Background: an optimization exercise with open tools, aiming at small area and a short achievable clock period. Do not read the settings as production practice. At most, simulation tests tie the RTL to the original design; equivalence was not proved. For run 4, only the layout was checked, not whether the RTL still works. No activity file was given, so power comes from the tool's default toggle rates.

`design/flow/run.sh`:
```
#!/bin/bash
# synth_recipe.tcl (not shown) runs the flow's synth.tcl, then flattens the netlist and writes it again
# the make line also repeats each setting of config.mk as NAME=value (left out here)
make -C /OpenROAD-flow-scripts/flow DESIGN_CONFIG=/design/flow/config.mk WORK_HOME=/design/flow/orfs CLKGATE_MAP_FILE= SYNTH_SCRIPT=/design/flow/synth_recipe.tcl finish
```
`design/flow/config.mk`:
```
export PLATFORM = sky130hd
export DESIGN_NAME = register_access_top
export DESIGN_NICKNAME = register_access_top
export VERILOG_FILES = /design/flow/design.v
export SDC_FILE = /design/flow/constraint.sdc
export NUM_CORES = 4
export LEC_CHECK = 0
export CAP_MARGIN = 20
export CORE_MARGIN = 2
export CORE_UTILIZATION = 40
export SLEW_MARGIN = 20
```
`design/flow/constraint.sdc`:
```
create_clock -name core_clock -period 5.0 [get_ports {clk}]
set_input_delay 1.0000 -clock core_clock [delete_from_list [all_inputs] [get_ports {clk}]]
set_output_delay 1.0000 -clock core_clock [all_outputs]
set_load 0.01 [all_outputs]
```
`design/flow/design.v`:
```
package decode_pkg;
    typedef enum logic [2:0] {
        NONE      = 3'd0,
        REG       = 3'd1,
        MEM       = 3'd2,
        MODRM_REG = 3'd4
    } op_kind_t;
    typedef struct packed {
        logic pop;
        logic push;
    } stack_op_t;
    typedef struct packed {
        logic [15:0] opcode;
        logic [2:0]  size;
        op_kind_t    op0_kind;
        op_kind_t    op1_kind;
        logic [2:0]  op0_reg;
        logic [2:0]  op1_reg;
        logic [7:0]  modrm;
        logic [2:0]  seg_override;
        logic        seg_override_valid;
        stack_op_t   stack_op;
        logic        dest_valid;
        logic [2:0]  dest_reg;
    } decode_bundle_t;
    typedef struct packed {
        decode_bundle_t instr;
        logic [2:0]     op0_sel;
        logic [2:0]     op1_sel;
        logic [31:0]    op0_value;
        logic [31:0]    op1_value;
        logic [15:0]    seg_value;
        logic [31:0]    stack_address;
    } access_bundle_t;
endpackage
package regfile_pkg;
    localparam int NUM_REGS = 8;
    localparam int NUM_SEGS = 6;
    localparam logic [2:0] ESP_INDEX = 3'd4;
    localparam logic [2:0] CS_INDEX = 3'd1;
    localparam logic [2:0] SS_INDEX = 3'd2;
    localparam logic [2:0] DS_INDEX = 3'd3;
    localparam logic [2:0] SIZE_BYTE  = 3'd0;
    localparam logic [2:0] SIZE_WORD  = 3'd1;
    localparam logic [2:0] SIZE_DWORD = 3'd2;
    typedef struct packed {
        logic        en;
        logic        stack;
        logic [2:0]  number;
        logic [2:0]  size;
        logic [31:0] data;
    } reg_wb_t;
    typedef struct packed {
        logic        en;
        logic [2:0]  number;
        logic [15:0] data;
    } seg_wb_t;
endpackage
`timescale 1ns/1ps
module register_access_top (
    input  logic                       clk,
    input  logic                       reset,
    input  logic                       flush,
    input  logic [15:0]                write_cs,
    input  logic                       write_cs_enable,
    input  logic                       d_valid,
    output logic                       d_ready,
    input  logic [48:0]                d_bundle_bits,
    output logic                       r_valid,
    input  logic                       r_ready,
    output logic [166:0]               r_bundle_bits,
    input  logic [39:0]                wb_reg_bits,
    input  logic [19:0]                wb_seg_bits
);
    logic [2:0]  d_size;
    logic [2:0]  d_k0;
    logic [2:0]  d_k1;
    logic [2:0]  d_r0;
    logic [2:0]  d_r1;
    logic [2:0]  d_rm;
    logic [2:0]  d_so;
    logic        d_sov;
    logic        d_pop;
    logic        d_push;
    logic        d_dv;
    logic [2:0]  d_dr;
    assign d_size = d_bundle_bits[32:30];
    assign d_k0   = d_bundle_bits[29:27];
    assign d_k1   = d_bundle_bits[26:24];
    assign d_r0   = d_bundle_bits[23:21];
    assign d_r1   = d_bundle_bits[20:18];
    assign d_rm   = d_bundle_bits[12:10];
    assign d_so   = d_bundle_bits[9:7];
    assign d_sov  = d_bundle_bits[6];
    assign d_pop  = d_bundle_bits[5];
    assign d_push = d_bundle_bits[4];
    assign d_dv   = d_bundle_bits[3];
    assign d_dr   = d_bundle_bits[2:0];
    logic        wb_en;
    logic        wb_stack;
    logic [2:0]  wb_num;
    logic [2:0]  wb_size;
    logic [31:0] wb_data;
    logic        ws_en;
    logic [2:0]  ws_num;
    logic [15:0] ws_data;
    assign wb_en    = wb_reg_bits[39];
    assign wb_stack = wb_reg_bits[38];
    assign wb_num   = wb_reg_bits[37:35];
    assign wb_size  = wb_reg_bits[34:32];
    assign wb_data  = wb_reg_bits[31:0];
    assign ws_en    = wb_seg_bits[19];
    assign ws_num   = wb_seg_bits[18:16];
    assign ws_data  = wb_seg_bits[15:0];
    logic [7:0][31:0] gpr;
    logic [5:0][15:0] seg;
    logic [31:0]      esp_work;
    logic [7:0][1:0]  pending;
    logic [48:0]      q_instr;
    logic [31:0]      q_op0;
    logic [31:0]      q_op1;
    logic [15:0]      q_seg;
    logic [31:0]      q_stack;
    logic [2:0] sel0;
    logic [2:0] sel1;
    assign sel0 = (d_k0 == 3'd4) ? d_rm : d_r0;
    assign sel1 = (d_k1 == 3'd4) ? d_rm : d_r1;
    logic [7:0] busy;
    logic       stall;
    logic       accept;
    always_comb begin
        for (int i = 0; i < 8; i++) begin
            busy[i] = |pending[i];
        end
    end
    assign stall = d_valid && (((d_k0 == 3'd1) && busy[d_r0]) ||
                               ((d_k0 == 3'd4) && busy[d_rm]) ||
                               ((d_k1 == 3'd1) && busy[d_r1]) ||
                               ((d_k1 == 3'd4) && busy[d_rm]) ||
                               ((d_push || d_pop) && busy[4]));
    assign d_ready = !stall && (!r_valid || r_ready);
    assign accept  = d_valid && d_ready;
    always_ff @(posedge clk) begin
        for (int i = 0; i < 8; i++) begin
            if (reset) begin
                gpr[i] <= '0;
            end else if (wb_en && (wb_num == 3'(i))) begin
                if (wb_size <= 3'd2) gpr[i][7:0]   <= wb_data[7:0];
                if (wb_size == 3'd1 || wb_size == 3'd2) gpr[i][15:8] <= wb_data[15:8];
                if (wb_size == 3'd2) gpr[i][31:16] <= wb_data[31:16];
            end
        end
    end
    always_ff @(posedge clk) begin
        for (int j = 0; j < 6; j++) begin
            if (reset) begin
                seg[j] <= '0;
            end else if (j == 1 && write_cs_enable) begin
                seg[j] <= write_cs;
            end else if (ws_en && (ws_num == 3'(j))) begin
                seg[j] <= ws_data;
            end
        end
    end
    logic [29:0] esp_dec;
    logic [29:0] esp_inc;
    logic [31:0] esp_m2;
    logic [31:0] esp_m4;
    logic [31:0] esp_p2;
    logic [31:0] esp_p4;
    logic [31:0] esp_push;
    logic [31:0] esp_pop;
    logic        word;
    logic        reload;
    assign esp_dec  = esp_work[31:2] - 30'd1;
    assign esp_inc  = esp_work[31:2] + 30'd1;
    assign esp_m4   = {esp_dec, esp_work[1:0]};
    assign esp_p4   = {esp_inc, esp_work[1:0]};
    assign esp_m2   = esp_work[1] ? {esp_work[31:2], 1'b0, esp_work[0]} : {esp_dec, 1'b1, esp_work[0]};
    assign esp_p2   = esp_work[1] ? {esp_inc, 1'b0, esp_work[0]} : {esp_work[31:2], 1'b1, esp_work[0]};
    assign word     = (d_size == 3'd1);
    assign esp_push = word ? esp_m2 : esp_m4;
    assign esp_pop  = word ? esp_p2 : esp_p4;
    assign reload   = wb_en && !wb_stack && (wb_num == 3'd4);
    always_ff @(posedge clk) begin
        if (reset) begin
            esp_work <= '0;
        end else if (reload) begin
            esp_work <= wb_data;
        end else if (accept && d_push) begin
            esp_work <= esp_push;
        end else if (accept && d_pop) begin
            esp_work <= esp_pop;
        end
    end
    always_ff @(posedge clk) begin
        for (int i = 0; i < 8; i++) begin
            if (reset || flush) begin
                pending[i] <= 2'd0;
            end else begin
                if (accept && d_dv && (d_dr == 3'(i)) && !(wb_en && (wb_num == 3'(i)))) begin
                    if (pending[i] != 2'd3) pending[i] <= pending[i] + 2'd1;
                end else if (wb_en && (wb_num == 3'(i)) && !(accept && d_dv && (d_dr == 3'(i)))) begin
                    if (pending[i] != 2'd0) pending[i] <= pending[i] - 2'd1;
                end
            end
        end
    end
    logic [2:0]  seg_sel;
    logic [15:0] seg_value;
    logic [31:0] stack_base;
    logic [31:0] stack_value;
    assign seg_sel   = d_sov ? d_so : 3'd3;
    assign seg_value = (seg_sel < 3'd6) ? seg[seg_sel] : 16'd0;
    assign stack_base  = d_pop ? esp_work : esp_push;
    assign stack_value = (d_push || d_pop) ? ({12'd0, seg[2], 4'd0} + stack_base) : 32'd0;
    always_ff @(posedge clk) begin
        if (reset || flush) begin
            r_valid <= 1'b0;
        end else if (accept) begin
            r_valid <= 1'b1;
        end else if (r_ready) begin
            r_valid <= 1'b0;
        end
    end
    always_ff @(posedge clk) begin
        if (!r_valid || r_ready) begin
            q_instr <= d_bundle_bits;
            q_op0   <= gpr[sel0];
            q_op1   <= gpr[sel1];
            q_seg   <= seg_value;
            q_stack <= stack_value;
        end
    end
    logic [2:0] q_sel0;
    logic [2:0] q_sel1;
    assign q_sel0 = (q_instr[29:27] == 3'd4) ? q_instr[12:10] : q_instr[23:21];
    assign q_sel1 = (q_instr[26:24] == 3'd4) ? q_instr[12:10] : q_instr[20:18];
    assign r_bundle_bits = {q_instr, q_sel0, q_sel1, q_op0, q_op1, q_seg, q_stack};
endmodule
```
==> results.txt, run 1 <==
* Hold-fix buffers, CTS at 0
* Unrepaired setup endpoints after global routing: false
* DRT Pass-1 Iters at 7
* CORE AREA at 71400 sq um
* Worst skew pair latency at 0.66 ns
* #FFs+latches synth at 562
* Leak at 12.5 nW
* CTS tree: yes
* Largest net degree at the start of global routing at 97
* Post-synthesis cell type count at 82
* Final hold viol count at 0
* Mapped Cells at 3676
* Die Area at 74100 sq um
* DP HPWL at 65800 um
* Antenna violations before repair at 6
* Post-synth ARST share at 0
* Die Y-Extent at 272 um
* Site Rows at 98
* Via count at 26800
* Outcome: finished clean
* Htree depth at 2
* Total internal power at 8.34 mW
* First DRT Iteration DRCs at 2768
* Gpl congestion at 0.925
* Total wire length at 98300 um
* Slew margin rel. at 0.260
* Mapped Nets at 3837
* Seq/Total Area, Yosys at 0.447
* Min Tclk post-route at 4.64 ns
* Gr ovfl total at 0
* Overall routing resource usage at 0.258
* Clk sinks at 562
* First-pass GRT wire length at 151000 um
* Clk network pwr share at 0.393
* Clock transition at the registers of the reported paths at 0.06 ns
* Post-route setup TNS at 0 ns
* CP arrival at 3.64 ns
* DRC at 0
* Fillers at 6972
* Non-filler cells, final at 4881
* Die width at 272 um
* Clock buffer depth at 3
* I/O Buffers at 299
* Maximum vdd ir drop at 0.272 mV
* Post_cts resized at 0
* Crit Path Class: input port to output port
* Switch share at 0.284
* Routed len/inst at 20.1 um
* Setup Skew at 0.0297 ns
* Switch Pwr at 3.31 mW
* Worst Hold Class: register to register
* Power per cell area at 334 nW/um^2
* Fmax at 216 MHz
* Syn_area_per_cell at 7.82 sq um
* Effective utilization at floorplan at 0.403
* Remaining antenna violation count after routing at 0
* Combinational Power Share at 0.176
* Number of synthesized flops with an enable pin at 161
* Placed Cells at 4763
* Fin nets at 4037
* Final setup viols at 0
* CP startpoint kind: input port
* Vias per Instance at 5.50
* Boundary pin count at 300
* Worst-margin pin slew at 1.11 ns
* Layout cells sized above 1 at 0.0713
* P&R area growth vs syn at 21.3%
* Max-cap violations at 0
* Root Buffer: clkbuf_16
* Number of CTS-inserted buffers at 61
* Final Cycle Share at 0.928
* Max FO, Critical Path at 5
* Synth warn at 1
* Worst EP required at 4.00 ns
* Vias in the first global route at 24900
* Setup Buffers After CTS at 0
* Cell Area, Synth at 28800 sq um
* Endpoint type of the worst setup path: output port
* Reg power frac at 0.431
* Dominant synthesized flop cell: dfxtp_1
* Final Max Tran Viols at 0
[critical path, cell delays in order]
cell	delay, ns
clkdlybuf4s50_1	0.70
mux4_2	0.55
mux2_2	0.28
o32ai_2	0.27
or2_2	0.22
a21boi_0	0.08
clkdlybuf4s50_1	0.53
[state kept, by name, indices dropped and copies added (netlist names)]
name	cells
esp_work	32
gpr	256
pending	16
q_instr	49
q_op0	32
q_op1	32
q_seg	16
q_stack	32
r_valid	1
seg	96
[logic make-up (layout without fill, tap and decap cells)]
group                    Yosys count  in the layout  share of synthesized area
adder cells (fa/ha/maj)           30             30                     0.0133
AND/OR/NAND/NOR                 1942           1942                      0.292
buffers and inverters            315            568                     0.0449
other                              0              2                          0
flip-flops                       562            562                      0.447
multiplexers                     148            148                     0.0543
AO/OA/AOI/OAI                    604            604                      0.126
XOR/XNOR                          75             75                     0.0228
[cell usage after synthesis, types with 7 or more instances]
| library cell | n | area (sq um) |
|---|---|---|
| a211oi_1 | 23 | 173 |
| a21o_1 | 12 | 90.1 |
| a21oi_1 | 322 | 1610 |
| a221oi_1 | 9 | 78.8 |
| a222oi_1 | 12 | 120 |
| a22oi_1 | 7 | 52.6 |
| a31oi_1 | 8 | 50.1 |
| and2_1 | 18 | 113 |
| and3_1 | 10 | 62.6 |
| buf_1 | 18 | 67.6 |
| clkbuf_1 | 242 | 908 |
| clkbuf_8 | 7 | 96.3 |
| dfxtp_1 | 401 | 8030 |
| edfxtp_1 | 161 | 4830 |
| ha_1 | 29 | 363 |
| inv_1 | 37 | 139 |
| mux2_2 | 13 | 146 |
| mux2i_1 | 130 | 1300 |
| nand2_1 | 1110 | 4170 |
| nand2b_1 | 20 | 125 |
| nand3_1 | 389 | 1950 |
| nand4_1 | 20 | 125 |
| nor2_1 | 236 | 886 |
| nor2b_1 | 26 | 163 |
| nor3_1 | 34 | 170 |
| nor3b_1 | 10 | 75.1 |
| nor4_1 | 12 | 75.1 |
| o21ai_0 | 100 | 500 |
| o221ai_1 | 17 | 149 |
| o22ai_1 | 20 | 125 |
| o32ai_1 | 23 | 201 |
| or2_2 | 7 | 43.8 |
| or3_1 | 14 | 87.6 |
| xnor2_1 | 63 | 552 |
| xor2_1 | 12 | 105 |
[layout make-up]
class	count	area (sq um)	share of cell area
antenna	2	5.00	0.000143
clock buffer	75	1600	0.0458
clock inverter	41	384	0.0110
inverter	40	150	0.00430
multi-input combinational	2799	14700	0.423
sequential	562	12900	0.369
tap	950	1190	0.0341
timing repair buffer	412	3940	0.113
[final timing paths]
kind                                   startpoint     endpoint  slack [ns]  depth (start not counted)
worst max-delay path            d_bundle_bits[12]      d_ready        0.36                          7
worst min-delay path                      seg[14]      seg[14]        0.45                          2
worst max register to register        esp_work[5]  q_stack[27]        0.94                         14
worst min register to register            seg[14]      seg[14]        0.45                          2
[layout by cell type (no fill, tap or decap), drive strengths merged, types with 24 or more instances in the layout]
| cell type | count |
|---|---|
| o32ai | 24 |
| nor3 | 36 |
| nand3 | 391 |
| edfxtp | 161 |
| nor2 | 236 |
| dfxtp | 401 |
| clkinv | 35 |
| ha | 29 |
| buf | 115 |
| clkbuf | 75 |
| nand2 | 1110 |
| clkdlybuf4s50 | 297 |
| o21ai | 100 |
| xnor2 | 63 |
| inv | 39 |
| mux2i | 130 |
| nor2b | 26 |
| a21oi | 322 |
[power by group through the flow]
stage               registers [mW]  logic (mW)  clock network, mW
floorplan                     5.16        1.04                  0
global placement              5.12        2.03                  0
detailed placement            5.12        2.03                  0
CTS                           5.02        2.04               4.65
global route                  5.04        2.20               4.82
finish                        5.02        2.05               4.57
[per-stage QoR]
step           hold slack, ns  utilization  setup WS, ns  total power, mW  instance area, sq um
5_1_grt                 0.471        0.489         0.280             12.1                 34900
3_5_place_dp            0.443        0.461         0.123             7.15                 32900
2_1_floorplan           0.432            -        0.0757             6.20                 28800
4_1_cts                 0.450        0.489         0.343             11.7                 34900
6_report                0.448        0.489         0.360             11.6                 34900
3_3_place_gp            0.438        0.461         0.154             7.15                 32900
[per-layer routing]
metal | share of wire | GRT usage
met5 | 0.00056 | 0
met4 | 0.033 | 0.0863
met3 | 0.068 | 0.0376
met2 | 0.46 | 0.423
met1 | 0.43 | 0.350
==> run 2: changes to the inputs <==
--- a/design/flow/design.v
+++ b/design/flow/design.v
@@ -141,24 +141,39 @@
     assign d_ready = !stall && (!r_valid || r_ready);
     assign accept  = d_valid && d_ready;
-    always_ff @(posedge clk) begin
-        for (int i = 0; i < 8; i++) begin
-            if (reset) begin
-                gpr[i] <= '0;
-            end else if (wb_en && (wb_num == 3'(i))) begin
-                if (wb_size <= 3'd2) gpr[i][7:0]   <= wb_data[7:0];
-                if (wb_size == 3'd1 || wb_size == 3'd2) gpr[i][15:8] <= wb_data[15:8];
-                if (wb_size == 3'd2) gpr[i][31:16] <= wb_data[31:16];
-            end
-        end
-    end
-    always_ff @(posedge clk) begin
+    logic [31:0] gpr_wd;
+    logic        lane0;
+    logic        lane1;
+    logic        lane2;
+    logic [7:0]  gpr_hit;
+    assign gpr_wd = reset ? 32'd0 : wb_data;
+    assign lane0  = (wb_size == 3'd0) || (wb_size == 3'd1) || (wb_size == 3'd2);
+    assign lane1  = (wb_size == 3'd1) || (wb_size == 3'd2);
+    assign lane2  = (wb_size == 3'd2);
+    always_comb begin
+        for (int i = 0; i < 8; i++) begin
+            gpr_hit[i] = wb_en && (wb_num == 3'(i));
+        end
+    end
+    always_ff @(posedge clk) begin
+        for (int i = 0; i < 8; i++) begin
+            if (reset || (gpr_hit[i] && lane0)) gpr[i][7:0]   <= gpr_wd[7:0];
+            if (reset || (gpr_hit[i] && lane1)) gpr[i][15:8]  <= gpr_wd[15:8];
+            if (reset || (gpr_hit[i] && lane2)) gpr[i][31:16] <= gpr_wd[31:16];
+        end
+    end
+    logic [15:0] seg_wd;
+    logic [15:0] cs_wd;
+    logic [5:0]  seg_we;
+    assign seg_wd = reset ? 16'd0 : ws_data;
+    assign cs_wd  = reset ? 16'd0 : (write_cs_enable ? write_cs : ws_data);
+    always_comb begin
         for (int j = 0; j < 6; j++) begin
-            if (reset) begin
-                seg[j] <= '0;
-            end else if (j == 1 && write_cs_enable) begin
-                seg[j] <= write_cs;
-            end else if (ws_en && (ws_num == 3'(j))) begin
-                seg[j] <= ws_data;
-            end
+            seg_we[j] = reset || (ws_en && (ws_num == 3'(j)));
+        end
+        seg_we[1] = seg_we[1] || write_cs_enable;
+    end
+    always_ff @(posedge clk) begin
+        for (int j = 0; j < 6; j++) begin
+            if (seg_we[j]) seg[j] <= (j == 1) ? cs_wd : seg_wd;
         end
     end
@@ -183,14 +198,10 @@
     assign esp_pop  = word ? esp_p2 : esp_p4;
     assign reload   = wb_en && !wb_stack && (wb_num == 3'd4);
-    always_ff @(posedge clk) begin
-        if (reset) begin
-            esp_work <= '0;
-        end else if (reload) begin
-            esp_work <= wb_data;
-        end else if (accept && d_push) begin
-            esp_work <= esp_push;
-        end else if (accept && d_pop) begin
-            esp_work <= esp_pop;
-        end
+    logic        esp_we;
+    logic [31:0] esp_wd;
+    assign esp_we = reset || reload || (accept && (d_push || d_pop));
+    assign esp_wd = reset ? 32'd0 : (reload ? wb_data : (d_push ? esp_push : esp_pop));
+    always_ff @(posedge clk) begin
+        if (esp_we) esp_work <= esp_wd;
     end
     always_ff @(posedge clk) begin
--- a/design/flow/config.mk
+++ b/design/flow/config.mk
@@ -9,3 +9,4 @@
 export CORE_MARGIN = 2
 export CORE_UTILIZATION = 40
+export SETUP_SLACK_MARGIN = 2.0
 export SLEW_MARGIN = 20
==> results.txt, run 2 <==
* Dominant synthesized flop cell: edfxtp_1
* Crit Path Class: register to register
* #FFs+latches synth at 562
* Htree depth at 3
* CTS tree: yes
* Site Rows at 94
* RR Startpoint: esp_work[3]
* CP arrival at 4.47 ns
* First DRT Iteration DRCs at 1408
* P&R area growth vs syn at 32.7%
* Mapped Cells at 1790
* DP HPWL at 48600 um
* Fin nets at 2377
* Non-filler cells, final at 3133
* Gr ovfl total at 0
* Post-route setup TNS at 0 ns
* Routed len/inst at 24.3 um
* Die width at 263 um
* Max-cap violations at 0
* Setup Skew at 0.0223 ns
* Layout cells sized above 1 at 0.291
* Unrepaired setup endpoints after global routing: true
* Boundary pin count at 300
* Outcome: finished clean
* Vias per Instance at 5.55
* R2R setup slack at 0.87 ns
* CORE AREA at 66000 sq um
* R2R cell count at 17
* Number of flip-flops under the largest register name at 256
* Worst Hold Class: register to register
* Most common cell after layout, fill and taps aside: edfxtp_1
* Number of CTS-inserted buffers at 66
* Clock buffer depth at 3
* Slew margin rel. at 0.245
* DRC at 0
* Worst skew pair latency at 0.60 ns
* Die Y-Extent at 263 um
* Maximum vdd ir drop at 0.214 mV
* Post-synth ARST share at 0
* Final Cycle Share at 0.826
* First-pass GRT wire length at 113000 um
* DRT Pass-1 Iters at 5
* Number of synthesized flops with an enable pin at 545
* Final WS setup at 0.869 ns
* Endpoint type of the worst setup path: register
* Worst EP required at 5.34 ns
* CP startpoint kind: register
* Critical R2R Capture: q_stack[29]
* Min Tclk post-route at 4.13 ns
* Cell Area, Synth at 26800 sq um
* Final setup viols at 0
* Fillers at 5283
* Final hold viol count at 0
* Leak at 12.6 nW
* Hold Path Stages at 2
* Post-synth top area share at 0.611
* Mapped Nets at 1951
* Syn_area_per_cell at 15.0 sq um
* Worst hold slack at 0.501 ns
* Post-synth top area cell: edfxtp_1
* Placed Cells at 2905
* Worst-margin pin slew at 1.13 ns
* Largest net degree at the start of global routing at 163
* Clock transition at the registers of the reported paths at 0.06 ns
* Final Max Tran Viols at 0
* Leading cell type by number of instances after synthesis: edfxtp_1
* Vias in the first global route at 18000
* Power per cell area at 375 nW/um^2
* Hold EP: pending[11]
* Most frequent cells in the layout: edfxtp_1 (545), clkdlybuf4s50_1 (271), mux4_2 (134)
* Clk sinks at 562
* Hold Crit Start: pending[10]
* Gpl congestion at 0.822
* Via count at 17400
* Hold-fix buffers, CTS at 0
* Max FO, Critical Path at 4
* Effective utilization at floorplan at 0.406
* Final Util at 0.538
* Synth warn at 1
* Die Area at 69000 sq um
* Fmax at 242 MHz
* Top cells by area, synth: edfxtp_1 (61%), mux4_2 (11%), mux2_2 (3.6%)
* Seq/Total Area, Yosys at 0.624
* Antenna violations before repair at 8
* Root Buffer: clkbuf_16
* Top Registers: gpr x256, seg x96, q_instr x49
* I/O Buffers at 299
* Synth top cells by count: edfxtp_1 (545), nor2_1 (145), mux4_2 (134)
* Total wire length at 76100 um
* Reg with most FFs: gpr
* Overall routing resource usage at 0.218
* Remaining antenna violation count after routing at 0
* Setup WS pre-CTS at 0.0272 ns
* Post-synthesis cell type count at 76
## run 2: changes by cell type after synthesis, sizes merged, moves of 168 or more
cell    change
nand2    -1046
dfxtp     -384
edfxtp    +384
nand3     -368
a21oi     -278
clkbuf    -168
## run 2: power by group
| group | total [mW] | internal [mW] | switching, mW |
|---|---|---|---|
| sequential | 6.03 | 5.77 | 0.254 |
| clock | 4.72 | 2.80 | 1.92 |
| combinational | 2.58 | 1.36 | 1.22 |
| total | 13.3 | 9.93 | 3.40 |
## run 2: per-stage QoR
stage | total power [mW] | instance area (sq um)
after floorplan | 7.33 | 27300
after global routing | 13.8 | 35500
after CTS | 13.4 | 35000
final | 13.3 | 35500
after global placement | 8.34 | 31500
after detailed placement | 8.37 | 31500
## run 2: area by class of cell
class,instances,area [sq um],area share
flip-flops and latches,562,16700,0.471
clock inverters,35,340,0.00958
inverters,34,128,0.00359
repair buffers,467,4900,0.138
diodes,4,10.0,0.000282
multi-input cells,1085,10600,0.298
clock buffers,82,1750,0.0493
well taps,864,1080,0.0304
## run 2: worst max-delay path by stage
stage,cells after the start,to,slack [ns],from
global route,17,q_stack[27],0.71,esp_work[3]
global placement,15,q_stack[21],0.14,d_bundle_bits[31]
finish,17,q_stack[29],0.87,esp_work[3]
CTS,16,q_stack[27],0.87,esp_work[2]
detailed placement,16,q_stack[21],0.03,d_bundle_bits[31]
floorplan,17,q_stack[21],0.83,esp_work[2]
## run 2: what timing repair did
| action | in CTS | in global routing |
|---|---|---|
| cloned | 13 | 0 |
| endpoints found under the setup margin | 162 | 109 |
| resized for setup | 147 | 94 |
| pin swaps | 47 | 47 |
| setup buffers | 71 | 23 |
## run 2: logic make-up after synthesis
group / count (synthesis) / share of synthesized area
adder cells (fa/ha/maj): 33 / 0.0154
XOR/XNOR: 90 / 0.0297
buffers and inverters: 145 / 0.0209
flip-flops: 562 / 0.624
AND/OR/NAND/NOR: 455 / 0.0855
AO/OA/AOI/OAI: 242 / 0.0594
multiplexers: 263 / 0.165
## run 2: per-layer routing
layer	GRT usage	part of all wire	vias to the layer above
met5	0	0.00032	-
li1	-	-	7891
met3	0.0320	0.050	148
met4	0.0854	0.032	4
met2	0.384	0.52	558
met1	0.272	0.40	8773
## run 2: critical path: stages (launching register included)
cell and delay (ns):
edfxtp_1 0.42, inv_2 0.10, ha_4 0.14, or4b_4 0.47
or2b_4 0.28, or3_4 0.33, or2_4 0.27, nor3_4 0.12
xor2_1 0.09, ha_1 0.36, nand2_1 0.09, o32a_1 0.39
o31ai_4 0.10, o41ai_4 0.12, buf_4 0.17, nor4_4 0.22
xnor2_1 0.16, nor2_1 0.06
==> run 3: changes to the inputs <==
--- a/design/flow/config.mk
+++ b/design/flow/config.mk
@@ -9,4 +9,3 @@
 export CORE_MARGIN = 2
 export CORE_UTILIZATION = 40
-export SETUP_SLACK_MARGIN = 2.0
 export SLEW_MARGIN = 20
==> results.txt, run 3 <==
* Most common cell after layout, fill and taps aside: edfxtp_1
* Unrepaired setup endpoints after global routing: false
* Fin nets at 2271
* Number of synthesized flops with an enable pin at 545
* I/O Buffers at 299
* Vias per Instance at 5.55
* CORE AREA at 66000 sq um
* Buffers plus inverters on the worst setup path at 2
* Slew margin rel. at 0.209
* Worst path top cell family by delay: buffers and inverters
* First DRT Iteration DRCs at 1350
* DRC at 0
* Mapped Cells at 1790
* Post-synth ARST share at 0
* Antenna violations before repair at 9
* Number of flip-flops under the largest register name at 256
* Gr ovfl total at 0
* Post-synthesis cell type count at 76
* Die width at 263 um
* Routed len/inst at 23.3 um
* Final setup viols at 0
* DP Area at 31200 sq um
* Via count at 16800
* CTS tree: yes
* Leading cell type by number of instances after synthesis: edfxtp_1
* Crit-path cells: clkdlybuf4s50_1 -> mux4_2 -> mux2i_1 -> a22oi_1 -> o221ai_1 -> a21boi_0 -> clkdlybuf4s50_1
* Top Registers: gpr x256, seg x96, q_instr x49
* Root Buffer: clkbuf_16
* Max-cap violations at 0
* Reg with most FFs: gpr
* Slowest CP cell: clkdlybuf4s50_1
* CP arrival at 3.55 ns
* Final Max Tran Viols at 0
* Final hold viol count at 0
* Effective utilization at floorplan at 0.406
* R2R setup slack at 0.57 ns
* Cell Area, Synth at 26800 sq um
* Remaining antenna violation count after routing at 0
* Worst hold slack at 0.504 ns
* Hold-fix buffers, CTS at 0
* Vias in the first global route at 17300
* #FFs+latches synth at 562
* Total wire length at 70600 um
* Clk sinks at 562
* Worst EP required at 4.00 ns
* Clock buffer depth at 3
* Critical R2R Capture: q_stack[24]
* Worst skew pair latency at 0.63 ns
* Post-synth top area cell: edfxtp_1
* Final Power at 12.5 mW
* Min Tclk post-route at 4.55 ns
* Max FO, Critical Path at 4
* Hold EP: pending[13]
* Leak at 11.5 nW
* Site Rows at 94
* Fmax at 220 MHz
* Worst Hold Class: register to register
* Mapped Nets at 1951
* Final Cycle Share at 0.910
* Number of CTS-inserted buffers at 59
* Endpoint type of the worst setup path: output port
* Most frequent CP cell: clkdlybuf4s50_1
* Dominant synthesized flop cell: edfxtp_1
* Overall routing resource usage at 0.203
* R2R cell count at 18
* First-pass GRT wire length at 107000 um
* Setup Buffers After CTS at 0
* Clock transition at the registers of the reported paths at 0.06 ns
* Post_cts resized at 0
* Top cells by area, synth: edfxtp_1 (61%), mux4_2 (11%), mux2_2 (3.6%)
* Maximum vdd ir drop at 0.249 mV
* Setup WS pre-CTS at 0.108 ns
* Gpl congestion at 0.848
* P&R area growth vs syn at 23.6%
* Hold Crit Start: pending[12]
* CP startpoint kind: input port
* Post-route setup TNS at 0 ns
* Setup Skew at 0.0180 ns
* RR Startpoint: esp_work[2]
* Final WS setup at 0.452 ns
* Outcome: finished clean
* DRT Pass-1 Iters at 5
* DP HPWL at 48000 um
* Die Area at 69000 sq um
* Most frequent cells in the layout: edfxtp_1 (545), clkdlybuf4s50_1 (298), nor2_1 (145)
* Die Y-Extent at 263 um
* Seq/Total Area, Yosys at 0.624
* Htree depth at 2
* Power per cell area at 379 nW/um^2
* Worst-margin pin slew at 1.18 ns
* Synth top cells by count: edfxtp_1 (545), nor2_1 (145), mux4_2 (134)
* Boundary pin count at 300
* Crit Path Class: input port to output port
* Layout cells sized above 1 at 0.189
* Largest net degree at the start of global routing at 160
* Slowest Stage Delay on Critical Path at 0.71 ns
* Hold Path Stages at 2
* Synth warn at 1
* Syn_area_per_cell at 15.0 sq um
* Post-route cell area at 33100 sq um
* Post-synth top area share at 0.611
## run 3: per-stage QoR
step / std cells / utilization
2_1_floorplan: 1790 / -
3_3_place_gp: 2913 / 0.472
3_5_place_dp: 2913 / 0.472
4_1_cts: 3023 / 0.501
5_1_grt: 3030 / 0.501
6_report: 3030 / 0.501
## run 3: metal layers
layer	GRT usage	vias up	wire length, um
li1	-	7676	-
met3	0.0268	109	2960
met2	0.348	498	35400
met1	0.265	8543	30000
met5	0	-	13
met4	0.0716	2	2260
## run 3: area by class of cell
type / count / area, sq um
fill: 5547 / 32900
clock buffer: 76 / 1570
antenna: 7 / 17.5
tap: 864 / 1080
timing repair buffer: 370 / 3650
clock inverter: 34 / 334
multi-input combinational: 1083 / 9600
sequential: 562 / 16700
inverter: 34 / 128
## run 3: tightest hold or removal path: cells and delay by family (launching register included)
| family | cells | cell delay [ns] |
|---|---|---|
| flip-flops | 1 | 0.32 |
| AO/OA/AOI/OAI | 2 | 0.13 |
## run 3: logic make-up after synthesis
| kind of cell | count (synthesis) | synth area share |
|---|---|---|
| AOI/OAI and AO/OA | 242 | 0.0594 |
| xor gates and xnor gates | 90 | 0.0297 |
| adders and majority gates | 33 | 0.0154 |
| buffers and inverters | 145 | 0.0209 |
| DFF | 562 | 0.624 |
| muxes | 263 | 0.165 |
| and+or+nand+nor | 455 | 0.0855 |
## run 3: how the worst max path moves through the flow
stage | start | endpoint | slack [ns] | cells after the start
2_1_floorplan | esp_work[2] | q_stack[27] | 0.23 | 16
3_3_place_gp | d_bundle_bits[32] | q_stack[24] | 0.06 | 18
3_5_place_dp | d_bundle_bits[32] | q_stack[29] | 0.11 | 17
4_1_cts | d_bundle_bits[20] | d_ready | 0.41 | 7
5_1_grt | esp_work[2] | q_stack[24] | 0.12 | 18
6_report | d_bundle_bits[20] | d_ready | 0.45 | 7
## run 3: power by group
part           total [mW]  internal, mW  leakage, nW  switching (mW)
logic                2.20          1.14         4.95            1.06
registers            6.03          5.77         5.61           0.258
clock network        4.32          2.44        0.911            1.88
total                12.5          9.35         11.5            3.19
==> run 4: changes to the inputs <==
--- a/design/flow/design.v
+++ b/design/flow/design.v
@@ -188,6 +188,9 @@
     logic        word;
     logic        reload;
-    assign esp_dec  = esp_work[31:2] - 30'd1;
-    assign esp_inc  = esp_work[31:2] + 30'd1;
+    esp_inc_dec esp_inc_dec0 (
+        .x   (esp_work[31:2]),
+        .inc (esp_inc),
+        .dec (esp_dec)
+    );
     assign esp_m4   = {esp_dec, esp_work[1:0]};
     assign esp_p4   = {esp_inc, esp_work[1:0]};
@@ -218,12 +221,43 @@
         end
     end
+    logic [7:0]  sel0_oh;
+    logic [7:0]  sel1_oh;
+    logic [31:0] op0_value;
+    logic [31:0] op1_value;
+    always_comb begin
+        for (int i = 0; i < 8; i++) begin
+            sel0_oh[i] = (sel0 == 3'(i));
+            sel1_oh[i] = (sel1 == 3'(i));
+        end
+    end
+    register_read_mux read_mux0 (
+        .sel   (sel0_oh),
+        .regs  (gpr),
+        .value (op0_value)
+    );
+    register_read_mux read_mux1 (
+        .sel   (sel1_oh),
+        .regs  (gpr),
+        .value (op1_value)
+    );
     logic [2:0]  seg_sel;
     logic [15:0] seg_value;
-    logic [31:0] stack_base;
-    logic [31:0] stack_value;
     assign seg_sel   = d_sov ? d_so : 3'd3;
     assign seg_value = (seg_sel < 3'd6) ? seg[seg_sel] : 16'd0;
-    assign stack_base  = d_pop ? esp_work : esp_push;
-    assign stack_value = (d_push || d_pop) ? ({12'd0, seg[2], 4'd0} + stack_base) : 32'd0;
+    logic [15:0] ss_dec;
+    logic        ss_zero;
+    logic [31:0] ss_term;
+    logic [31:0] stack_value;
+    logic [31:0] stack_sum;
+    assign ss_dec  = seg[2] - 16'd1;
+    assign ss_zero = (seg[2] == 16'd0);
+    assign ss_term = d_pop ? {12'd0, seg[2], 4'd0} :
+                     {{12{ss_zero}}, ss_dec, 2'b11, word, 1'b0};
+    stack_adder stack_adder0 (
+        .a   (esp_work),
+        .b   (ss_term),
+        .sum (stack_sum)
+    );
+    assign stack_value = (d_push || d_pop) ? stack_sum : 32'd0;
     always_ff @(posedge clk) begin
         if (reset || flush) begin
@@ -238,6 +272,6 @@
         if (!r_valid || r_ready) begin
             q_instr <= d_bundle_bits;
-            q_op0   <= gpr[sel0];
-            q_op1   <= gpr[sel1];
+            q_op0   <= op0_value;
+            q_op1   <= op1_value;
             q_seg   <= seg_value;
             q_stack <= stack_value;
@@ -250,2 +284,46 @@
     assign r_bundle_bits = {q_instr, q_sel0, q_sel1, q_op0, q_op1, q_seg, q_stack};
 endmodule
+module register_read_mux (
+    input  logic [7:0]       sel,
+    input  logic [7:0][31:0] regs,
+    output logic [31:0]      value
+);
+    always_comb begin
+        value = '0;
+        for (int i = 0; i < 8; i++) begin
+            value = value | (regs[i] & {32{sel[i]}});
+        end
+    end
+endmodule
+module esp_inc_dec (
+    input  logic [29:0] x,
+    output logic [29:0] inc,
+    output logic [29:0] dec
+);
+    logic [29:0] ones  [6];
+    logic [29:0] zeros [6];
+    always_comb begin
+        ones[0]  = x;
+        zeros[0] = ~x;
+        for (int l = 0; l < 5; l++) begin
+            for (int i = 0; i < 30; i++) begin
+                if (((i >> l) & 1) == 1) begin
+                    ones[l+1][i]  = ones[l][i]  & ones[l][((i >> l) << l) - 1];
+                    zeros[l+1][i] = zeros[l][i] & zeros[l][((i >> l) << l) - 1];
+                end else begin
+                    ones[l+1][i]  = ones[l][i];
+                    zeros[l+1][i] = zeros[l][i];
+                end
+            end
+        end
+    end
+    assign inc = x ^ {ones[5][28:0], 1'b1};
+    assign dec = x ^ {zeros[5][28:0], 1'b1};
+endmodule
+module stack_adder (
+    input  logic [31:0] a,
+    input  logic [31:0] b,
+    output logic [31:0] sum
+);
+    assign sum = a + b;
+endmodule
==> design/flow/flow/run.sh (new file) <==
#!/bin/bash
# The standard layout, with the smallest buffer on the ports instead of the
# delay buffer buffer_ports picks by default. make's full output goes to
# flow_make.log here; ORFS keeps each step's log under orfs/logs/.
set -euo pipefail
bash standard.sh "BUFFER_PORTS_ARGS=-buffer_cell sky130_fd_sc_hd__buf_1" finish > flow_make.log 2>&1
==> design/flow/standard.sh (new file) <==
#!/bin/bash
# synth_recipe.tcl (not shown) runs the flow's synth.tcl, then flattens the netlist and writes it again
# the make line also repeats each setting of config.mk as NAME=value (left out here)
make -C /OpenROAD-flow-scripts/flow DESIGN_CONFIG=/design/flow/config.mk WORK_HOME=/design/flow/orfs CLKGATE_MAP_FILE= SYNTH_SCRIPT=/design/flow/synth_recipe.tcl "${@:-finish}"
--- a/design/flow/config.mk
+++ b/design/flow/config.mk
@@ -9,3 +9,6 @@
 export CORE_MARGIN = 2
 export CORE_UTILIZATION = 40
+export CTS_BUF_LIST = sky130_fd_sc_hd__clkbuf_8
+export SETUP_SLACK_MARGIN = 2.2
 export SLEW_MARGIN = 20
+export SYNTH_HIERARCHICAL = 1
removed: design/flow/run.sh
==> results.txt, run 4 <==
* Remaining antenna violation count after routing at 0
* First-pass GRT wire length at 114000 um
* Worst Hold Class: input port to register
* Slowest CP cell: or4_4
* Fillers at 5792
* Post-route setup TNS at 0 ns
* Final setup viols at 0
* Syn_area_per_cell at 13.3 sq um
* Max-cap violations at 0
* Top cells by area, synth: edfxtp_1 (62%), a22oi_1 (7.3%), nor2b_1 (2.2%)
* Final Cycle Share at 0.733
* CP arrival at 4.10 ns
* Post-synth top area share at 0.619
* Synth top cells by count: edfxtp_1 (545), a22oi_1 (256), nor2_1 (129)
* Number of flip-flops under the largest register name at 256
* CTS tree: yes
* Seq/Total Area, Yosys at 0.632
* Worst path top cell family by delay: simple AND/OR/NAND/NOR gates
* Post-synth ARST share at 0
* Dominant synthesized flop cell: edfxtp_1
* Post-synth top area cell: edfxtp_1
* Buffers plus inverters on the worst setup path at 1
* Number of synthesized flops with an enable pin at 545
* Met3 WL post-DR at 6510 um
* CP startpoint kind: register
* Vias per Instance at 5.73
* RR Startpoint: seg[33]
* CP startpoint: seg[33]
* Final Power at 11.7 mW
* Root Buffer: clkbuf_8
* Gr ovfl total at 0
* Max FO, Critical Path at 4
* Non-filler cells, final at 3340
* Fin nets at 2584
* Overall routing resource usage at 0.222
* Mapped Cells at 1991
* Hold Crit Start: d_bundle_bits[42]
* WL met1 at 29600 um
* Reg area at 16700 sq um
* Setup WS pre-CTS at 0.521 ns
* Worst EP required at 5.43 ns
* Slowest Stage Delay on Critical Path at 0.59 ns
* Routed length on met2 at 39300 um
* Placed Cells at 3077
* Final Max Tran Viols at 0
* Uppermost layer routed: met4
* Most frequent CP cell: nand2b_1
* Largest net degree at the start of global routing at 77
* Crit Path Class: register to register
* Antenna violations before repair at 6
* Die Area at 68100 sq um
* Leading cell type by number of instances after synthesis: edfxtp_1
* Multi-input gate area at 10000 sq um
* Boundary pin count at 300
* Gpl congestion at 0.845
* Leak at 11.3 nW
* Via count at 19100
* Total wire length at 78400 um
* Mapped Nets at 2170
* DP HPWL at 50500 um
* Post-synthesis cell type count at 90
* Reg with most FFs: gpr
* Fmax at 273 MHz
* Maximum vdd ir drop at 0.212 mV
* Die width at 261 um
* Layout cells sized above 1 at 0.191
* Worst-margin pin slew at 1.15 ns
* Htree depth at 3
* Clock buffer depth at 3
* #FFs+latches synth at 562
* Routed len/inst at 23.5 um
* DRC at 0
* Slew margin rel. at 0.231
* Clock transition at the registers of the reported paths at 0.06 ns
* Die Y-Extent at 261 um
* I/O Buffers at 299
* Min Tclk post-route at 3.66 ns
* Site Rows at 94
* Most frequent cells in the layout: edfxtp_1 (545), buf_1 (281), a22oi_1 (256)
* Final hold viol count at 0
* First DRT Iteration DRCs at 1525
* Worst skew pair latency at 0.71 ns
* Number of CTS-inserted buffers at 94
* Power per cell area at 365 nW/um^2
* Outcome: finished clean
* P&R area growth vs syn at 21.2%
* Cell Area, Synth at 26400 sq um
* Endpoint type of the worst setup path: register
* CORE AREA at 65600 sq um
* Synth warn at 11
* Hold-fix buffers, CTS at 0
* Most common cell after layout, fill and taps aside: edfxtp_1
* Top Registers: gpr x256, seg x96, q_instr x49
* Setup Skew at 0.0339 ns
* DRT Pass-1 Iters at 5
* Unrepaired setup endpoints after global routing: true
* Crit-path cells: or4_4 -> nor3_4 -> nand2b_1 -> nor2b_2 -> nand2b_1 -> xnor2_1 -> ha_1 -> nand4_1 -> buf_6 -> o311ai_4 -> o2bb2ai_4 -> o41ai_4 -> xor2_1 -> nor2b_1
* Effective utilization at floorplan at 0.403
* Worst hold slack at 0.464 ns
* Final WS setup at 1.34 ns
* Clk sinks at 562
* Vias in the first global route at 19100
==> run 4: changes by cell type after synthesis, sizes merged, moves of 17 or more <==
cell | before | now
buf | 29 | 77
mux2 | 86 | 25
nor2b | 65 | 95
ha | 29 | 47
a21oi | 44 | 61
a22oi | 4 | 256
clkbuf | 82 | 40
mux4 | 134 | 0
nand4 | 15 | 83
==> run 4: path summary, 6_finish.rpt <==
path                 endpoint  slack [ns]  depth (start not counted)
setup / recovery  q_stack[29]        1.34                         14
hold / removal    q_instr[42]        0.46                          1
setup reg to reg  q_stack[29]        1.34                         14
hold reg to reg    pending[5]        0.54                          2
==> run 4: through the flow <==
| stage | cell area (sq um) | utilization |
|---|---|---|
| finish | 32000 | 0.488 |
| global route | 32000 | 0.488 |
| CTS | 30900 | 0.471 |
| detailed placement | 28600 | 0.436 |
| global placement | 28600 | 0.436 |
| floorplan | 26600 | - |
==> run 4: cells by family (layout without fill, tap and decap cells) <==
| family | Yosys count | in the layout | share of synthesized area |
|---|---|---|---|
| xor gates and xnor gates | 94 | 94 | 0.0312 |
| and+or+nand+nor | 543 | 547 | 0.117 |
| buffers and inverters | 157 | 629 | 0.0301 |
| muxes | 60 | 60 | 0.0239 |
| AOI/OAI and AO/OA | 522 | 522 | 0.141 |
| adders and majority gates | 52 | 52 | 0.0245 |
| DFF | 562 | 562 | 0.632 |
| other | 1 | 10 | 0.000142 |
==> run 4: cell type report <==
type	count	area share
multi-input cells	1276	0.313
clock buffers	97	0.0417
diodes	9	0.000704
repair buffers	431	0.0747
well taps	864	0.0338
flip-flops and latches	562	0.522
inverters	40	0.00469
clock inverters	61	0.00958
==> run 4: metal layers <==
metal | GRT usage | vias to the layer above
met4 | 0.0960 | 0
li1 | - | 8719
met2 | 0.379 | 888
met3 | 0.0417 | 192
met1 | 0.276 | 9341
met5 | 0 | -
==> run 4: modules after synthesis (local to each module, per instance) <==
module | area [sq um] | cells | copies in the design | flip-flops and latches
esp_inc_dec | 1220 | 167 | 1 | 0
register_access_top | 20800 | 1213 | 1 | 562
register_read_mux | 1320 | 184 | 2 | 0
stack_adder | 1750 | 243 | 1 | 0
==> run 4: repair_timing <==
item | CTS | global route
cloned | 2 | 2
resized for setup | 77 | 127
endpoints found under the hold margin | 0 | 0
endpoints found under the setup margin | 140 | 152
setup buffers | 40 | 52
pin swaps | 35 | 60
==> run 4: power breakdown <==
group          internal [mW]  switching [mW]  leakage (nW)  total [mW]
Combinational          0.734            1.16          4.72        1.89
Sequential              5.78           0.299          5.63        6.08
Clock                   1.84            1.85         0.954        3.70
Total                   8.36            3.31          11.3        11.7
==> run 5: changes to the inputs <==
--- a/design/flow/design.v
+++ b/design/flow/design.v
@@ -116,5 +116,5 @@
     logic [5:0][15:0] seg;
     logic [31:0]      esp_work;
-    logic [7:0][1:0]  pending;
+    logic [7:0][2:0]  pending;
     logic [48:0]      q_instr;
     logic [31:0]      q_op0;
@@ -122,23 +122,25 @@
     logic [15:0]      q_seg;
     logic [31:0]      q_stack;
-    logic [2:0] sel0;
-    logic [2:0] sel1;
-    assign sel0 = (d_k0 == 3'd4) ? d_rm : d_r0;
-    assign sel1 = (d_k1 == 3'd4) ? d_rm : d_r1;
     logic [7:0] busy;
-    logic       stall;
     logic       accept;
     always_comb begin
         for (int i = 0; i < 8; i++) begin
-            busy[i] = |pending[i];
+            busy[i] = pending[i][0];
         end
     end
-    assign stall = d_valid && (((d_k0 == 3'd1) && busy[d_r0]) ||
-                               ((d_k0 == 3'd4) && busy[d_rm]) ||
-                               ((d_k1 == 3'd1) && busy[d_r1]) ||
-                               ((d_k1 == 3'd4) && busy[d_rm]) ||
-                               ((d_push || d_pop) && busy[4]));
-    assign d_ready = !stall && (!r_valid || r_ready);
-    assign accept  = d_valid && d_ready;
+    register_access_hazard hazard0 (
+        .d_valid (d_valid),
+        .k0      (d_k0),
+        .k1      (d_k1),
+        .r0      (d_r0),
+        .r1      (d_r1),
+        .rm      (d_rm),
+        .stack   (d_push | d_pop),
+        .busy    (busy),
+        .r_valid (r_valid),
+        .r_ready (r_ready),
+        .d_ready (d_ready),
+        .accept  (accept)
+    );
     logic [31:0] gpr_wd;
     logic        lane0;
@@ -208,14 +210,20 @@
         if (esp_we) esp_work <= esp_wd;
     end
+    logic [7:0] issue;
+    logic [7:0] retire;
+    always_comb begin
+        for (int i = 0; i < 8; i++) begin
+            issue[i]  = accept && d_dv && (d_dr == 3'(i));
+            retire[i] = wb_en && (wb_num == 3'(i));
+        end
+    end
     always_ff @(posedge clk) begin
         for (int i = 0; i < 8; i++) begin
             if (reset || flush) begin
-                pending[i] <= 2'd0;
-            end else begin
-                if (accept && d_dv && (d_dr == 3'(i)) && !(wb_en && (wb_num == 3'(i)))) begin
-                    if (pending[i] != 2'd3) pending[i] <= pending[i] + 2'd1;
-                end else if (wb_en && (wb_num == 3'(i)) && !(accept && d_dv && (d_dr == 3'(i)))) begin
-                    if (pending[i] != 2'd0) pending[i] <= pending[i] - 2'd1;
-                end
+                pending[i] <= 3'd0;
+            end else if (issue[i] && !retire[i]) begin
+                pending[i] <= {pending[i][1:0], 1'b1};
+            end else if (retire[i] && !issue[i]) begin
+                pending[i] <= {1'b0, pending[i][2:1]};
             end
         end
@@ -225,10 +233,13 @@
     logic [31:0] op0_value;
     logic [31:0] op1_value;
-    always_comb begin
-        for (int i = 0; i < 8; i++) begin
-            sel0_oh[i] = (sel0 == 3'(i));
-            sel1_oh[i] = (sel1 == 3'(i));
-        end
-    end
+    operand_select operand_select0 (
+        .k0  (d_k0),
+        .k1  (d_k1),
+        .r0  (d_r0),
+        .r1  (d_r1),
+        .rm  (d_rm),
+        .oh0 (sel0_oh),
+        .oh1 (sel1_oh)
+    );
     register_read_mux read_mux0 (
         .sel   (sel0_oh),
@@ -245,19 +256,13 @@
     assign seg_sel   = d_sov ? d_so : 3'd3;
     assign seg_value = (seg_sel < 3'd6) ? seg[seg_sel] : 16'd0;
-    logic [15:0] ss_dec;
-    logic        ss_zero;
-    logic [31:0] ss_term;
     logic [31:0] stack_value;
-    logic [31:0] stack_sum;
-    assign ss_dec  = seg[2] - 16'd1;
-    assign ss_zero = (seg[2] == 16'd0);
-    assign ss_term = d_pop ? {12'd0, seg[2], 4'd0} :
-                     {{12{ss_zero}}, ss_dec, 2'b11, word, 1'b0};
-    stack_adder stack_adder0 (
-        .a   (esp_work),
-        .b   (ss_term),
-        .sum (stack_sum)
+    stack_address stack_address0 (
+        .esp  (esp_work),
+        .ss   (seg[2]),
+        .push (d_push),
+        .pop  (d_pop),
+        .word (word),
+        .addr (stack_value)
     );
-    assign stack_value = (d_push || d_pop) ? stack_sum : 32'd0;
     always_ff @(posedge clk) begin
         if (reset || flush) begin
@@ -284,4 +289,56 @@
     assign r_bundle_bits = {q_instr, q_sel0, q_sel1, q_op0, q_op1, q_seg, q_stack};
 endmodule
+module register_access_hazard (
+    input  logic       d_valid,
+    input  logic [2:0] k0,
+    input  logic [2:0] k1,
+    input  logic [2:0] r0,
+    input  logic [2:0] r1,
+    input  logic [2:0] rm,
+    input  logic       stack,
+    input  logic [7:0] busy,
+    input  logic       r_valid,
+    input  logic       r_ready,
+    output logic       d_ready,
+    output logic       accept
+);
+    logic reg0;
+    logic reg1;
+    logic modrm;
+    logic hit_r0;
+    logic hit_r1;
+    logic hit_rm;
+    logic stall;
+    assign reg0   = (k0 == 3'd1);
+    assign reg1   = (k1 == 3'd1);
+    assign modrm  = (k0 == 3'd4) || (k1 == 3'd4);
+    assign hit_r0 = busy[r0];
+    assign hit_r1 = busy[r1];
+    assign hit_rm = busy[rm];
+    assign stall  = d_valid && ((reg0 && hit_r0) || (reg1 && hit_r1) ||
+                                (modrm && hit_rm) || (stack && busy[4]));
+    assign d_ready = !stall && (!r_valid || r_ready);
+    assign accept  = d_valid && d_ready;
+endmodule
+module operand_select (
+    input  logic [2:0] k0,
+    input  logic [2:0] k1,
+    input  logic [2:0] r0,
+    input  logic [2:0] r1,
+    input  logic [2:0] rm,
+    output logic [7:0] oh0,
+    output logic [7:0] oh1
+);
+    logic m0;
+    logic m1;
+    assign m0 = (k0 == 3'd4);
+    assign m1 = (k1 == 3'd4);
+    always_comb begin
+        for (int i = 0; i < 8; i++) begin
+            oh0[i] = m0 ? (rm == 3'(i)) : (r0 == 3'(i));
+            oh1[i] = m1 ? (rm == 3'(i)) : (r1 == 3'(i));
+        end
+    end
+endmodule
 module register_read_mux (
     input  logic [7:0]       sel,
@@ -321,9 +378,45 @@
     assign dec = x ^ {zeros[5][28:0], 1'b1};
 endmodule
-module stack_adder (
-    input  logic [31:0] a,
-    input  logic [31:0] b,
-    output logic [31:0] sum
+module stack_address (
+    input  logic [31:0] esp,
+    input  logic [15:0] ss,
+    input  logic        push,
+    input  logic        pop,
+    input  logic        word,
+    output logic [31:0] addr
 );
-    assign sum = a + b;
+    logic [27:0] a;
+    logic [27:0] b;
+    logic [27:0] s;
+    assign a = esp[31:4];
+    assign b = {12'd0, ss};
+    assign s = a + b;
+    logic [27:0] z;
+    logic [27:0] zero_below [6];
+    always_comb begin
+        z[0] = ~(a[0] ^ b[0]);
+        for (int i = 1; i < 28; i++) begin
+            z[i] = ~((a[i] ^ b[i]) ^ (a[i-1] | b[i-1]));
+        end
+        zero_below[0] = z;
+        for (int l = 0; l < 5; l++) begin
+            for (int i = 0; i < 28; i++) begin
+                if (((i >> l) & 1) == 1) begin
+                    zero_below[l+1][i] = zero_below[l][i] & zero_below[l][((i >> l) << l) - 1];
+                end else begin
+                    zero_below[l+1][i] = zero_below[l][i];
+                end
+            end
+        end
+    end
+    logic [3:0] low_m2;
+    logic [3:0] low_m4;
+    logic       borrow;
+    assign low_m2 = esp[3:0] - 4'd2;
+    assign low_m4 = esp[3:0] - 4'd4;
+    assign borrow = word ? (esp[3:1] == 3'd0) : (esp[3:2] == 2'd0);
+    logic [27:0] flip;
+    assign flip = {zero_below[5][26:0], 1'b1} & {28{push & borrow}};
+    assign addr[31:4] = {28{push | pop}} & (s ^ flip);
+    assign addr[3:0]  = pop ? esp[3:0] : (push ? (word ? low_m2 : low_m4) : 4'd0);
 endmodule
--- a/design/flow/config.mk
+++ b/design/flow/config.mk
@@ -9,6 +9,8 @@
 export CORE_MARGIN = 2
 export CORE_UTILIZATION = 40
-export CTS_BUF_LIST = sky130_fd_sc_hd__clkbuf_8
-export SETUP_SLACK_MARGIN = 2.2
+export CTS_BUF_LIST = sky130_fd_sc_hd__clkbuf_16
+export CTS_CLUSTER_DIAMETER = 80
+export CTS_CLUSTER_SIZE = 25
+export SETUP_SLACK_MARGIN = 1.6
 export SLEW_MARGIN = 20
 export SYNTH_HIERARCHICAL = 1
==> results.txt, run 5 <==
* Seq/Total Area, Yosys at 0.614
* Uppermost layer routed: met5
* Antenna violations before repair at 8
* P&R area growth vs syn at 11.3%
* Hold EP: pending[2]
* Non-filler cells, final at 3196
* Number of synthesized flops with an enable pin at 545
* Htree depth at 2
* Most common cell after layout, fill and taps aside: edfxtp_1
* Crit Path Class: input port to output port
* Worst Hold Class: register to register
* Post-route setup TNS at 0 ns
* Overall routing resource usage at 0.220
* Worst-margin pin slew at 1.05 ns
* CP startpoint kind: input port
* Min Tclk post-route at 3.42 ns
* Mapped Cells at 2053
* Most frequent cells in the layout: edfxtp_1 (545), buf_1 (290), a22oi_1 (273)
* First DRT Iteration DRCs at 2032
* Clk sinks at 570
* Total wire length at 79900 um
* Final setup viols at 0
* Post-synthesis cell type count at 82
* Fmax at 292 MHz
* Maximum vdd ir drop at 0.238 mV
* Worst skew pair latency at 0.59 ns
* Outcome: finished clean
* Hold Crit Start: pending[2]
* Die Area at 70800 sq um
* Boundary pin count at 300
* Syn_area_per_cell at 13.4 sq um
* Max-cap violations at 0
* R2R setup slack at 1.80 ns
* Cell Area, Synth at 27500 sq um
* Final Max Tran Viols at 0
* Remaining antenna violation count after routing at 0
* Gr ovfl total at 0
* Die width at 266 um
* DRT Pass-1 Iters at 7
* Slowest CP cell: mux4_2
* Clock buffer depth at 3
* Post-synth top area cell: edfxtp_1
* Fin nets at 2482
* Effective utilization at floorplan at 0.402
* WL met1 at 31100 um
* Clock transition at the registers of the reported paths at 0.09 ns
* Routed len/inst at 25.0 um
* Number of CTS-inserted buffers at 35
* DP HPWL at 52500 um
* Slew margin rel. at 0.296
* Vias in the first global route at 18700
* Hold Path Stages at 2
* Worst EP required at 4.00 ns
* R2R cell count at 9
* Power per cell area at 363 nW/um^2
* Layout cells sized above 1 at 0.0926
* I/O Buffers at 299
* Synth warn at 14
* Top cells by area, synth: edfxtp_1 (60%), a22oi_1 (7.5%), ha_1 (2.8%)
* Slowest Stage Delay on Critical Path at 0.50 ns
* Leading cell type by number of instances after synthesis: edfxtp_1
* Setup Skew at 0.0374 ns
* Final Power at 11.1 mW
* Site Rows at 96
* Post-synth top area share at 0.596
* Mapped Nets at 2246
* Dominant synthesized flop cell: edfxtp_1
* Endpoint type of the worst setup path: output port
* Unrepaired setup endpoints after global routing: true
* Post-synth ARST share at 0
* Synth top cells by count: edfxtp_1 (545), a22oi_1 (273), nor2_1 (92)
* Setup WS pre-CTS at 0.738 ns
* Root Buffer: clkbuf_16
* CORE AREA at 68300 sq um
* #FFs+latches synth at 570
* First-pass GRT wire length at 117000 um
* CP arrival at 2.42 ns
* CTS tree: yes
* Via count at 19000
* Final WS setup at 1.58 ns
* Gpl congestion at 0.869
* Top Registers: gpr x256, seg x96, q_instr x49
* Largest net degree at the start of global routing at 102
* Crit-path cells: buf_1 -> buf_6 -> mux4_2 -> nor2b_2 -> nor3_2 -> o32ai_2 -> buf_2
* Routed length on met2 at 39400 um
* Hold-fix buffers, CTS at 0
* Met3 WL post-DR at 7050 um
* Final hold viol count at 0
* DRC at 0
* Number of flip-flops under the largest register name at 256
* RR Startpoint: esp_work[9]
* Leak at 10.5 nW
* Final Cycle Share at 0.684
* Vias per Instance at 5.96
* Die Y-Extent at 266 um
* Reg with most FFs: gpr
* Max FO, Critical Path at 3
* Critical R2R Capture: q_stack[31]
* Placed Cells at 3131
-- run 5: worst max path at each step --
stage / depth (start not counted) / endpoint / slack (ns) / start
3_5_place_dp: 11 / pending[7] / 0.74 / d_bundle_bits[12]
3_3_place_gp: 11 / pending[7] / 0.87 / d_bundle_bits[12]
5_1_grt: 6 / d_ready / 1.50 / d_bundle_bits[19]
2_1_floorplan: 10 / pending[7] / 1.72 / d_bundle_bits[21]
4_1_cts: 7 / d_ready / 1.53 / d_bundle_bits[18]
6_report: 7 / d_ready / 1.58 / d_bundle_bits[18]
-- run 5: per-module statistics from Yosys, one instance, submodules excluded --
module / flops+latches / cell area, sq um / cells
register_access_hazard: 0 / 298 / 33
register_access_top: 570 / 20400 / 1091
operand_select: 0 / 380 / 44
esp_inc_dec: 0 / 1320 / 183
stack_address: 0 / 2430 / 334
register_read_mux: 0 / 1320 / 184
-- run 5: logic make-up (layout without fill, tap and decap cells) --
family	count (synthesis)	after routing	share of synthesized area
buffers and inverters	221	479	0.0394
adder cells (fa/ha/maj)	62	62	0.0285
XOR/XNOR	120	120	0.0385
AO/OA/AOI/OAI	422	422	0.115
other	0	3	0
AND/OR/NAND/NOR	577	577	0.126
flip-flops	570	570	0.614
multiplexers	81	81	0.0392
-- run 5: timing repair --
item,CTS,global route
resized for setup,12,12
setup buffers,3,0
setup endpoints to repair,45,55
pin swaps,2,3
-- run 5: layout make-up --
cell class	count	area (sq um)
fillers	6137	37800
diodes	3	7.51
repair buffers	339	1470
well taps	882	1100
clock buffers	36	901
multi-input cells	1262	9630
inverters	81	304
clock inverters	23	299
flip-flops and latches	570	16900
-- run 5: power breakdown --
| group | switching, mW | internal, mW | total (mW) |
|---|---|---|---|
| Sequential | 0.310 | 5.81 | 6.12 |
| Combinational | 1.08 | 0.606 | 1.69 |
| Clock | 1.78 | 1.51 | 3.29 |
-- run 5: per-layer routing --
layer | GRT usage | vias up
met2 | 0.374 | 923
met4 | 0.0700 | 12
met3 | 0.0440 | 148
met1 | 0.282 | 9490
met5 | 0 | -
li1 | - | 8474
-- run 5: critical path, delay by kind of cell --
kind	cells	cell delay (ns)
compound gates	1	0.31
simple gates	2	0.21
mux	1	0.50
buf+inv	3	0.39
-- run 5: per-stage QoR --
stage | instance area (sq um) | hold slack (ns) | utilization
global route | 30600 | 0.486 | 0.447
CTS | 30500 | 0.461 | 0.447
floorplan | 27500 | 0.429 | -
detailed placement | 29300 | 0.447 | 0.429
finish | 30600 | 0.457 | 0.447
global placement | 29300 | 0.435 | 0.428

## static timing again, ports no longer ideal
In the flow no input, the clock included, has a driving cell. The finished layouts below were timed again as built, in two steps. Step 1 (the two cells are an assumption about what drives the block):
set clk [get_ports {clk}]
set_driving_cell -lib_cell sky130_fd_sc_hd__clkbuf_16 $clk
set_driving_cell -lib_cell sky130_fd_sc_hd__buf_2 [delete_from_list [all_inputs] $clk]
Step 2, shift: input delay + t, output delay - t, t = (earliest + latest rising clock arrival at the registers) / 2. This alone moves slack from input paths to output paths. a / b / c = ideal ports / drivers / drivers and shift; a / b = the first two.
run | t, ns | setup slack, ns | hold slack, ns | worst setup path after step 2 | cell pins on the clock port's net
run 1 | 0.708 | 0.360 / 0.320 / 0.011 | 0.448 / 0.448 / 0.448 | input to register | 1
run 2 | 0.647 | 0.869 / 0.869 / 0.385 | 0.501 / 0.501 / 0.501 | input to register | 1
run 3 | 0.677 | 0.452 / 0.424 / 0.050 | 0.504 / 0.504 / 0.504 | input to register | 1
run 4 | 0.752 | 1.337 / 1.337 / 0.657 | 0.464 / 0.424 / 0.536 | input to register | 1
run 5 | 0.641 | 1.578 / 1.552 / 1.140 | 0.457 / 0.457 / 0.457 | input to register | 1
After both steps every run listed still meets setup and hold. For run 4, which loses most, drivers alone change the setup slack by 0.000 ns; drivers and shift together by -0.680 ns.
